Source: an optimization exercise on an open RTL-to-GDS flow (aim: small area). Production flows keep margins and buffers that such runs may drop. Where RTL was checked, it was by simulation tests only, not by an equivalence proof against the original.

// clefia_ks_gfn12
module clefia_ks_gfn12
(
    input  logic               clk,
    input  logic               rst,
    input  logic               start,
    input  logic [127:0]       key,
    output logic [3:0]         Round,
    input  logic [63:0]        CON,
    output logic               busy,
    output logic               done,
    output logic [127:0]       L
);
    logic [127:0] t_q;
    logic [127:0] t_rnd;
    logic [3:0]   round_q;
    logic [127:0] l_q;
    logic         done_q;
    logic         run_c, last_c;
    assign run_c  = |round_q;
    assign last_c = round_q[3] & round_q[2];
    clefia_gfn4_round u_round (
        .t_i    (t_q),
        .rk0_i  (CON[63:32]),
        .rk1_i  (CON[31:0]),
        .t_c_o  (t_rnd)
    );
    always_ff @(posedge clk) begin
        t_q <= run_c ? t_rnd : key;
    end
    always_ff @(posedge clk) begin
        if (rst) begin
            round_q <= 4'd0;
            done_q  <= 1'b0;
            l_q     <= '0;
        end else begin
            done_q <= last_c;
            if (last_c)
                round_q <= 4'd0;
            else if (run_c)
                round_q <= round_q + 4'd1;
            else if (start && !done_q)
                round_q <= 4'd1;
            if (last_c)
                l_q <= {t_rnd[31:0], t_rnd[127:32]};
        end
    end
    assign Round = round_q;
    assign busy  = run_c;
    assign done  = done_q;
    assign L     = l_q;
endmodule
clock: 8.0 ns
lec_check: 0
cap_margin: 20
core_margin: 2
core_utilization: 60
cts_buf_list: sky130_fd_sc_hd__clkbuf_4 sky130_fd_sc_hd__clkbuf_8
cts_cluster_diameter: 100
cts_cluster_size: 14
gpl_timing_driven: 0
slew_margin: 20
standard.sh (not shown) runs the stock make flow with config.mk's settings and CLKGATE_MAP_FILE= SYNTH_SCRIPT=/design/flow/synth_recipe.tcl, a recipe that flattens the netlist after the stock synthesis.
==> flow/flow/run.sh <==
#!/bin/bash
# Layout flow: the standard flow (standard.sh) with
#  - synthesis by flow/synth.tcl: the standard synthesis with an area-oriented
#    final ABC mapping (registers unchanged),
#  - minimum-size buffers (buf_1) on the ports.
# make's full output goes to layout.log here; ORFS's per-step logs stay under orfs/logs.
set -euo pipefail
W=$(pwd)
F=$W/flow
bash standard.sh SYNTH_SCRIPT=$F/synth.tcl \
  "BUFFER_PORTS_ARGS=-buffer_cell sky130_fd_sc_hd__buf_1" \
  finish > $W/layout.log 2>&1
==> flow/flow/area.abc <==
strash; &get -n; &dch; &nf -a -R 1000; &put; topo
==> flow/flow/synth.tcl <==
# The standard synthesis script (synth_recipe.tcl) with one change: the final
# ABC technology mapping uses flow/area.abc, an area-oriented script, in place
# of ORFS's speed script. Everything before it (and so every register, its name
# and its cell type) is the standard synthesis.
set area_abc_script [file join [file dirname [file normalize [info script]]] area.abc]
proc synth {args} { yosys synth -nofsm -noshare {*}$args }
proc abc {args} {
  set i [lsearch -exact $args -script]
  if { $i >= 0 } { set args [lreplace $args $i [expr {$i + 1}] -script $::area_abc_script] }
  yosys abc {*}$args
}
source $::env(SCRIPTS_DIR)/synth.tcl
# left out here: clear keep_hierarchy, flatten, clean up, hide names made inside functions, write 1_2_yosys.v
Next try:
==> flow/flow/area.abc (replaced) <==
strash; dch -f; map -a; topo
Die area is higher by 5.3%.
Register-to-register slack improved by 0.13 ns.
Via count is higher by 13%.
Routed wire length is higher by 7.1%.
Setup slack improved by 0.061 ns.
Design area is higher by 5.2%.
Synthesized area is higher by 5.4%.
Maximum frequency is higher by 0.80%.
Non-clock buffer count is higher by 1.
First-iteration DRC count is higher by 20%.

* * *

Another version of the RTL of clefia_ks_gfn12 (not shown whole).
For scale: ~1800 cells after synthesis, ~330 I/O pins, about 16000 µm² of cells after synthesis.
Settings: LEC_CHECK=0, CAP_MARGIN=20, CORE_MARGIN=2, CORE_UTILIZATION=60, CTS_BUF_LIST=sky130_fd_sc_hd__clkbuf_4 sky130_fd_sc_hd__clkbuf_8, CTS_CLUSTER_DIAMETER=80, CTS_CLUSTER_SIZE=12, GPL_TIMING_DRIVEN=0, SLEW_MARGIN=20; clock period 8.0 ns.
==> flow/flow/run.sh <==
#!/bin/bash
# Layout flow: the standard flow (standard.sh) with
#  - synthesis by flow/synth.tcl: the standard synthesis with its combinational
#    logic mapped for area (registers unchanged; see synth.tcl),
#  - minimum-size buffers (buf_1) on the ports,
#  - the largest buffers and inverters added to the platform's don't-use list,
#    so that high-fanout nets are repaired with smaller buffers.
# make's full output goes to layout.log here; ORFS's per-step logs stay under orfs/logs.
set -euo pipefail
W=$(pwd)
F=$W/flow
PLATFORM_DONT_USE="sky130_fd_sc_hd__probe_p_8 sky130_fd_sc_hd__probec_p_8 sky130_fd_sc_hd__lpflow_bleeder_1 sky130_fd_sc_hd__lpflow_clkbufkapwr_1 sky130_fd_sc_hd__lpflow_clkbufkapwr_16 sky130_fd_sc_hd__lpflow_clkbufkapwr_2 sky130_fd_sc_hd__lpflow_clkbufkapwr_4 sky130_fd_sc_hd__lpflow_clkbufkapwr_8 sky130_fd_sc_hd__lpflow_clkinvkapwr_1 sky130_fd_sc_hd__lpflow_clkinvkapwr_16 sky130_fd_sc_hd__lpflow_clkinvkapwr_2 sky130_fd_sc_hd__lpflow_clkinvkapwr_4 sky130_fd_sc_hd__lpflow_clkinvkapwr_8 sky130_fd_sc_hd__lpflow_decapkapwr_12 sky130_fd_sc_hd__lpflow_decapkapwr_3 sky130_fd_sc_hd__lpflow_decapkapwr_4 sky130_fd_sc_hd__lpflow_decapkapwr_6 sky130_fd_sc_hd__lpflow_decapkapwr_8 sky130_fd_sc_hd__lpflow_inputiso0n_1 sky130_fd_sc_hd__lpflow_inputiso0p_1 sky130_fd_sc_hd__lpflow_inputiso1n_1 sky130_fd_sc_hd__lpflow_inputiso1p_1 sky130_fd_sc_hd__lpflow_inputisolatch_1 sky130_fd_sc_hd__lpflow_isobufsrc_1 sky130_fd_sc_hd__lpflow_isobufsrc_16 sky130_fd_sc_hd__lpflow_isobufsrc_2 sky130_fd_sc_hd__lpflow_isobufsrc_4 sky130_fd_sc_hd__lpflow_isobufsrc_8 sky130_fd_sc_hd__lpflow_isobufsrckapwr_16 sky130_fd_sc_hd__lpflow_lsbuf_lh_hl_isowell_tap_1 sky130_fd_sc_hd__lpflow_lsbuf_lh_hl_isowell_tap_2 sky130_fd_sc_hd__lpflow_lsbuf_lh_hl_isowell_tap_4 sky130_fd_sc_hd__lpflow_lsbuf_lh_isowell_4 sky130_fd_sc_hd__lpflow_lsbuf_lh_isowell_tap_1 sky130_fd_sc_hd__lpflow_lsbuf_lh_isowell_tap_2 sky130_fd_sc_hd__lpflow_lsbuf_lh_isowell_tap_4"
EXTRA_DONT_USE="sky130_fd_sc_hd__buf_8 sky130_fd_sc_hd__buf_12 sky130_fd_sc_hd__buf_16 sky130_fd_sc_hd__bufinv_8 sky130_fd_sc_hd__bufinv_16 sky130_fd_sc_hd__inv_12 sky130_fd_sc_hd__inv_16 sky130_fd_sc_hd__clkinv_16"
bash standard.sh SYNTH_SCRIPT=$F/synth.tcl \
  "BUFFER_PORTS_ARGS=-buffer_cell sky130_fd_sc_hd__buf_1" \
  "DONT_USE_CELLS=$PLATFORM_DONT_USE $EXTRA_DONT_USE" \
  finish > $W/layout.log 2>&1
Other scripts of this flow, unchanged in this note and not shown: flow/flow/area.abc, flow/flow/synth.tcl
Then changed:
--- a/flow/flow/run.sh
+++ b/flow/flow/run.sh
@@ -13 +13 @@
-EXTRA_DONT_USE="sky130_fd_sc_hd__buf_8 sky130_fd_sc_hd__buf_12 sky130_fd_sc_hd__buf_16 sky130_fd_sc_hd__bufinv_8 sky130_fd_sc_hd__bufinv_16 sky130_fd_sc_hd__inv_12 sky130_fd_sc_hd__inv_16 sky130_fd_sc_hd__clkinv_16"
+EXTRA_DONT_USE="sky130_fd_sc_hd__buf_12 sky130_fd_sc_hd__buf_16 sky130_fd_sc_hd__bufinv_8 sky130_fd_sc_hd__bufinv_16 sky130_fd_sc_hd__inv_12 sky130_fd_sc_hd__inv_16 sky130_fd_sc_hd__clkinv_16"
The changed run passed the timing, design-rule and antenna checks.
Setup slack loses 0.084 ns.
Via count went down by 0.68%.
Core utilization came out higher by 0.11 points.
Area after synthesis does not change.
Then changed:
Settings changed: CTS_CLUSTER_DIAMETER 80 to 100, CTS_CLUSTER_SIZE 12 to 16.
Effect:
- design area stays flat
- global-route usage came out lower by 0.27 points
- final cell count is about the same
Then changed:
==> flow/flow/run.sh (replaced) <==
#!/bin/bash
# Layout flow: the standard flow (standard.sh) with
#  - synthesis by flow/synth.tcl: the standard synthesis with its combinational
#    logic mapped for area (registers unchanged; see synth.tcl),
#  - minimum-size buffers (buf_1) on the ports.
# make's full output goes to layout.log here; ORFS's per-step logs stay under orfs/logs.
set -euo pipefail
W=$(pwd)
F=$W/flow
bash standard.sh SYNTH_SCRIPT=$F/synth.tcl \
  "BUFFER_PORTS_ARGS=-buffer_cell sky130_fd_sc_hd__buf_1" \
  finish > $W/layout.log 2>&1
Result:
- final area goes up by 0.66%
- synthesized cell count stays the same
- synthesized area stays the same
- sequential share of layout area goes down by 0.19 points
- wire length goes up by 0.87%
- worst hold slack stays flat
- die area stays the same
- utilization goes up by 0.46 points
- clock skew goes down by 0.0079 ns
No functional check of the RTL was part of any run of this note.

* * *

v31:
Another version of the RTL of clefia_ks_gfn12 (not shown whole).
Size in the first run: roughly 1,900 cells after synthesis, roughly 260 flip-flops, about 330 I/O pins.
Settings: LEC_CHECK=0, CAP_MARGIN=20, CORE_MARGIN=2, CORE_UTILIZATION=70, CTS_BUF_LIST=sky130_fd_sc_hd__clkbuf_4, CTS_CLUSTER_DIAMETER=50, CTS_CLUSTER_SIZE=8, GPL_TIMING_DRIVEN=0, SLEW_MARGIN=20; clock period 8.0 ns.
==> flow/flow/run.sh <==
#!/bin/bash
# Layout flow: the standard flow (standard.sh) with
#  - synthesis by flow/synth.tcl: the standard synthesis with its combinational
#    logic mapped for area (registers unchanged; see synth.tcl),
#  - minimum-size buffers (buf_1) on the ports.
# make's full output goes to layout.log here; ORFS's per-step logs stay under orfs/logs.
set -euo pipefail
W=$(pwd)
F=$W/flow
bash standard.sh SYNTH_SCRIPT=$F/synth.tcl \
  "BUFFER_PORTS_ARGS=-buffer_cell sky130_fd_sc_hd__buf_1" \
  finish > $W/layout.log 2>&1
==> flow/flow/area.abc <==
strash; &get -n; &dch; &nf -a -R 1000; &put; topo
==> flow/flow/synth.tcl <==
# The standard synthesis script (synth_recipe.tcl) with three changes that
# touch only the combinational logic:
#  - Yosys's synth runs with -noabc (no intermediate generic ABC pass),
#  - ORFS's half/full-adder extraction (extract_fa) is skipped,
#  - the final ABC technology mapping uses flow/area.abc, an area-oriented
#    script, in place of ORFS's speed script.
# Every register, its name and its cell type are those of the standard synthesis.
set area_abc_script [file join [file dirname [file normalize [info script]]] area.abc]
proc synth {args} { yosys synth -nofsm -noshare -noabc {*}$args }
proc extract_fa {args} { puts "extract_fa skipped" }
proc abc {args} {
  set i [lsearch -exact $args -script]
  if { $i >= 0 } { set args [lreplace $args $i [expr {$i + 1}] -script $::area_abc_script] }
  yosys abc {*}$args
}
source $::env(SCRIPTS_DIR)/synth.tcl
# left out here: clear keep_hierarchy, flatten, clean up, hide names made inside functions, write 1_2_yosys.v
Per the final summary, v31 finished and its layout is clean on timing, DRC and antenna.
Modified inputs, v19 compared to v31
- changing CTS_CLUSTER_SIZE from 8 to 16
- changing CTS_BUF_LIST from sky130_fd_sc_hd__clkbuf_4 to sky130_fd_sc_hd__clkbuf_4 sky130_fd_sc_hd__clkbuf_8
- changing CORE_UTILIZATION from 70 to 60
- changing CTS_CLUSTER_DIAMETER from 50 to 100
### Flow results
Changes observed in v19 relative to v31: die area picked up an extra 16%, pin count of the biggest net entering global routing higher, worst slew slack as a fraction of its limit grew by 7.9 points, post-placement cell area rose by 0.37%, time the worst path needs with I/O delays and setup moved up. v19 completed every stage of the flow, and the final layout passed the timing, design-rule and antenna checks.
For v41, these inputs were changed with respect to v19:
- a change of CTS_CLUSTER_SIZE from 16 to 10
- a change of CORE_UTILIZATION from 60 to 70
- a change of CTS_BUF_LIST from sky130_fd_sc_hd__clkbuf_4 sky130_fd_sc_hd__clkbuf_8 to sky130_fd_sc_hd__clkbuf_4
- a change of CTS_CLUSTER_DIAMETER from 100 to 60
[summary]
Looking at cell total after placement across v41 and v19, the one that comes out higher is v19.
Of v41 and v19, v41 shows the lower final cell count, with v19 above it.
Between v41 and v19, the final HPWL from detailed placement does not differ in any meaningful way.
Edits applied to the flow inputs when going from v41 to v30:
- a change of CORE_UTILIZATION from 70 to 60
- a change of CTS_CLUSTER_DIAMETER from 60 to 80
- a change of CTS_BUF_LIST from sky130_fd_sc_hd__clkbuf_4 to sky130_fd_sc_hd__clkbuf_4 sky130_fd_sc_hd__clkbuf_8
- a change of CTS_CLUSTER_SIZE from 10 to 12
## What came out
Looking at the reports, v30 completed the entire flow and the layout it produced met the timing, design-rule and antenna checks.
[compare] base=v41 new=v30: area added between synthesis and finish rose by 1.3 points, area occupied by multi-input gates held.
Utilization v41 -> v30: down
Taking v41 as the reference, in v30 first-pass GRT wire length went down; share of the final layout cell area in sequential cells now smaller; worst hold slack went down 0.0068 ns; count of nets after finishing held steady.
Of v30 and v41, the run reporting the higher aggregate routed wire length was v41.
Changes in v39 relative to v30:
- CORE_UTILIZATION now 70, was 60
==> comparison <==
Every stage of the flow completed for v39, and the final layout passed the timing, design-rule and antenna checks. Going from v30 to v39, wire length of the first global-routing pass grew by a few percent. The die used by v39 is smaller than the one used by v30. Sequential share of layout area across v39 and v30: no real change. Between v30 and v39, peak per-stage delay on the critical path increased. Higher area of the core region among v39 and v30: v30. Between v30 and v39, the flow reports last weighted congestion value of the routability-driven placer increasing slightly. Total global-route track usage sits higher in v39 than in v30. ~same design area in v39 and v30. v39: synthesis-to-finish area growth lower than v30.

* * *

Another version of the RTL of clefia_ks_gfn12 (not shown whole).
For scale: ~1900 cells after synthesis, roughly 16000 um2 of cells after synthesis.
clock: 8.0 ns
lec_check: 0
cap_margin: 20
core_margin: 2
core_utilization: 60
cts_buf_list: sky130_fd_sc_hd__clkbuf_4 sky130_fd_sc_hd__clkbuf_8
cts_cluster_diameter: 100
cts_cluster_size: 16
gpl_timing_driven: 0
slew_margin: 20
Scripts as last shown in full above: flow/flow/run.sh, flow/flow/area.abc, flow/flow/synth.tcl
The baseline completed with no timing, DRC or antenna violations.
Then changed:
CTS_BUF_LIST = sky130_fd_sc_hd__clkbuf_8 sky130_fd_sc_hd__clkbuf_16   (was sky130_fd_sc_hd__clkbuf_4 sky130_fd_sc_hd__clkbuf_8)
CTS_CLUSTER_DIAMETER = 120   (was 100)
CTS_CLUSTER_SIZE = 24   (was 16)
Effect: The changed run produced a clean layout. Utilization came out higher by 0.39 points. Wire length decreases by 0.42%. Global-route usage decreases by 0.17 points.
Function was not checked in any run of this note: the RTL went through the layout flow alone.

* * *

clefia_ks_gfn12 with an RTL version that a note above also has.
Size: about 2000 cells after synthesis, roughly 260 flip-flops, about 330 I/O pins, ~0.017 sq mm of cells after synthesis.
export LEC_CHECK = 0
export CAP_MARGIN = 20
export CORE_MARGIN = 2
export CORE_UTILIZATION = 60
export CTS_BUF_LIST = sky130_fd_sc_hd__clkbuf_4 sky130_fd_sc_hd__clkbuf_8
export CTS_CLUSTER_DIAMETER = 100
export CTS_CLUSTER_SIZE = 14
export GPL_TIMING_DRIVEN = 0
export SLEW_MARGIN = 20
create_clock -name core_clock -period 8.0 [get_ports {clk}]
==> flow/flow/run.sh <==
#!/bin/bash
# Layout flow: the standard flow (standard.sh) with
#  - synthesis by flow/synth.tcl: the standard synthesis with an area-oriented
#    final ABC mapping (registers unchanged),
#  - minimum-size buffers (buf_1) on the ports.
# make's full output goes to layout.log here; ORFS's per-step logs stay under orfs/logs.
set -euo pipefail
W=$(pwd)
F=$W/flow
bash standard.sh SYNTH_SCRIPT=$F/synth.tcl \
  "BUFFER_PORTS_ARGS=-buffer_cell sky130_fd_sc_hd__buf_1" \
  finish > $W/layout.log 2>&1
==> flow/flow/synth.tcl <==
# The standard synthesis script (synth_recipe.tcl) with one change: the final
# ABC technology mapping uses flow/area.abc, an area-oriented script, in place
# of ORFS's speed script. Everything before it (and so every register, its name
# and its cell type) is the standard synthesis.
set area_abc_script [file join [file dirname [file normalize [info script]]] area.abc]
proc synth {args} { yosys synth -nofsm -noshare {*}$args }
proc abc {args} {
  set i [lsearch -exact $args -script]
  if { $i >= 0 } { set args [lreplace $args $i [expr {$i + 1}] -script $::area_abc_script] }
  yosys abc {*}$args
}
source $::env(SCRIPTS_DIR)/synth.tcl
# left out here: clear keep_hierarchy, flatten, clean up, hide names made inside functions, write 1_2_yosys.v
Scripts as last shown in full above: flow/flow/area.abc
The first run ran to the end with no violations.
Change:
--- a/flow/flow/run.sh
+++ b/flow/flow/run.sh
@@ -3,2 +3,2 @@
-#  - synthesis by flow/synth.tcl: the standard synthesis with an area-oriented
-#    final ABC mapping (registers unchanged),
+#  - synthesis by flow/synth.tcl: the standard synthesis with its combinational
+#    logic mapped for area (registers unchanged; see synth.tcl),
==> flow/flow/synth.tcl (replaced) <==
# The standard synthesis script (synth_recipe.tcl) with three changes that
# touch only the combinational logic:
#  - Yosys's synth runs with -noabc (no intermediate generic ABC pass),
#  - ORFS's half/full-adder extraction (extract_fa) is skipped,
#  - the final ABC technology mapping uses flow/area.abc, an area-oriented
#    script, in place of ORFS's speed script.
# Every register, its name and its cell type are those of the standard synthesis.
set area_abc_script [file join [file dirname [file normalize [info script]]] area.abc]
proc synth {args} { yosys synth -nofsm -noshare -noabc {*}$args }
proc extract_fa {args} { puts "extract_fa skipped" }
proc abc {args} {
  set i [lsearch -exact $args -script]
  if { $i >= 0 } { set args [lreplace $args $i [expr {$i + 1}] -script $::area_abc_script] }
  yosys abc {*}$args
}
source $::env(SCRIPTS_DIR)/synth.tcl
# left out here: clear keep_hierarchy, flatten, clean up, hide names made inside functions, write 1_2_yosys.v
CAP_MARGIN = 0   (was 20)
CTS_CLUSTER_DIAMETER = 80   (was 100)
CTS_CLUSTER_SIZE = 12   (was 14)
SLEW_MARGIN = 0   (was 20)
Result: Non-clock buffer count climbs by 4. Final cell count drops by 5.8%. Final area drops by 5.8%. Via count drops by 6.3%. Routed wire length drops by 7.6%. Count of clock-buffer cells in the layout climbs by 4. Sequential cell count does not change.

## what the ideal ports hide
Ports are ideal in the flow. The routed layouts listed here were re-timed in OpenROAD. Step 1 (the two cells are an assumption about what drives the block):
set clk [get_ports {clk}]
set_driving_cell -lib_cell sky130_fd_sc_hd__clkbuf_16 $clk
set_driving_cell -lib_cell sky130_fd_sc_hd__buf_2 [delete_from_list [all_inputs] $clk]
Step 2 also shifts input and output timing later by t, the mid clock arrival at the registers, as if the neighbouring blocks saw the same clock. Three values: ideal, step 1, step 2; two values: the first two.
run	t (ns)	setup slack, ns	worst register clock-pin slew, ns	worst slew at a driven data input, ns
the first run of note 1	0.617	0.374 / 0.400 / -0.217	0.11 / 0.11	0.08
the second run of note 1	0.625	0.435 / 0.466 / -0.159	0.11 / 0.11	0.07
the first run of note 2	0.617	0.431 / 0.450 / -0.167	0.10 / 0.10	0.10
the second run of note 2	0.643	0.347 / 0.376 / -0.267	0.10 / 0.10	0.10
the third run of note 2	0.599	0.314 / 0.340 / -0.259	0.12 / 0.12	0.11
the fourth run of note 2	0.600	0.453 / 0.477 / -0.123	0.11 / 0.11	0.09
v31	0.711	0.479 / 0.499 / -0.212	0.10 / 0.10	0.07
v19	0.607	0.445 / 0.472 / -0.135	0.11 / 0.11	0.08
v41	0.763	0.526 / 0.547 / -0.216	0.12 / 0.12	0.08
v30	0.619	0.489 / 0.516 / -0.103	0.09 / 0.09	0.08
v39	0.605	0.525 / 0.550 / -0.055	0.10 / 0.10	0.08
the first run of note 4	0.605	0.331 / 0.352 / -0.253	0.12 / 0.12	0.09
the second run of note 4	0.546	0.380 / 0.405 / -0.141	0.10 / 0.10	0.09
the first run of note 5	0.617	0.423 / 0.442 / -0.175	0.12 / 0.12	0.06
the second run of note 5	0.609	0.555 / 0.574 / -0.035	0.09 / 0.09	0.07
With both steps, setup timing fails in every run listed, where it was met with ideal ports. The setup slack of v41, which loses most, moves by +0.021 ns with the drivers and by -0.742 ns with both steps.
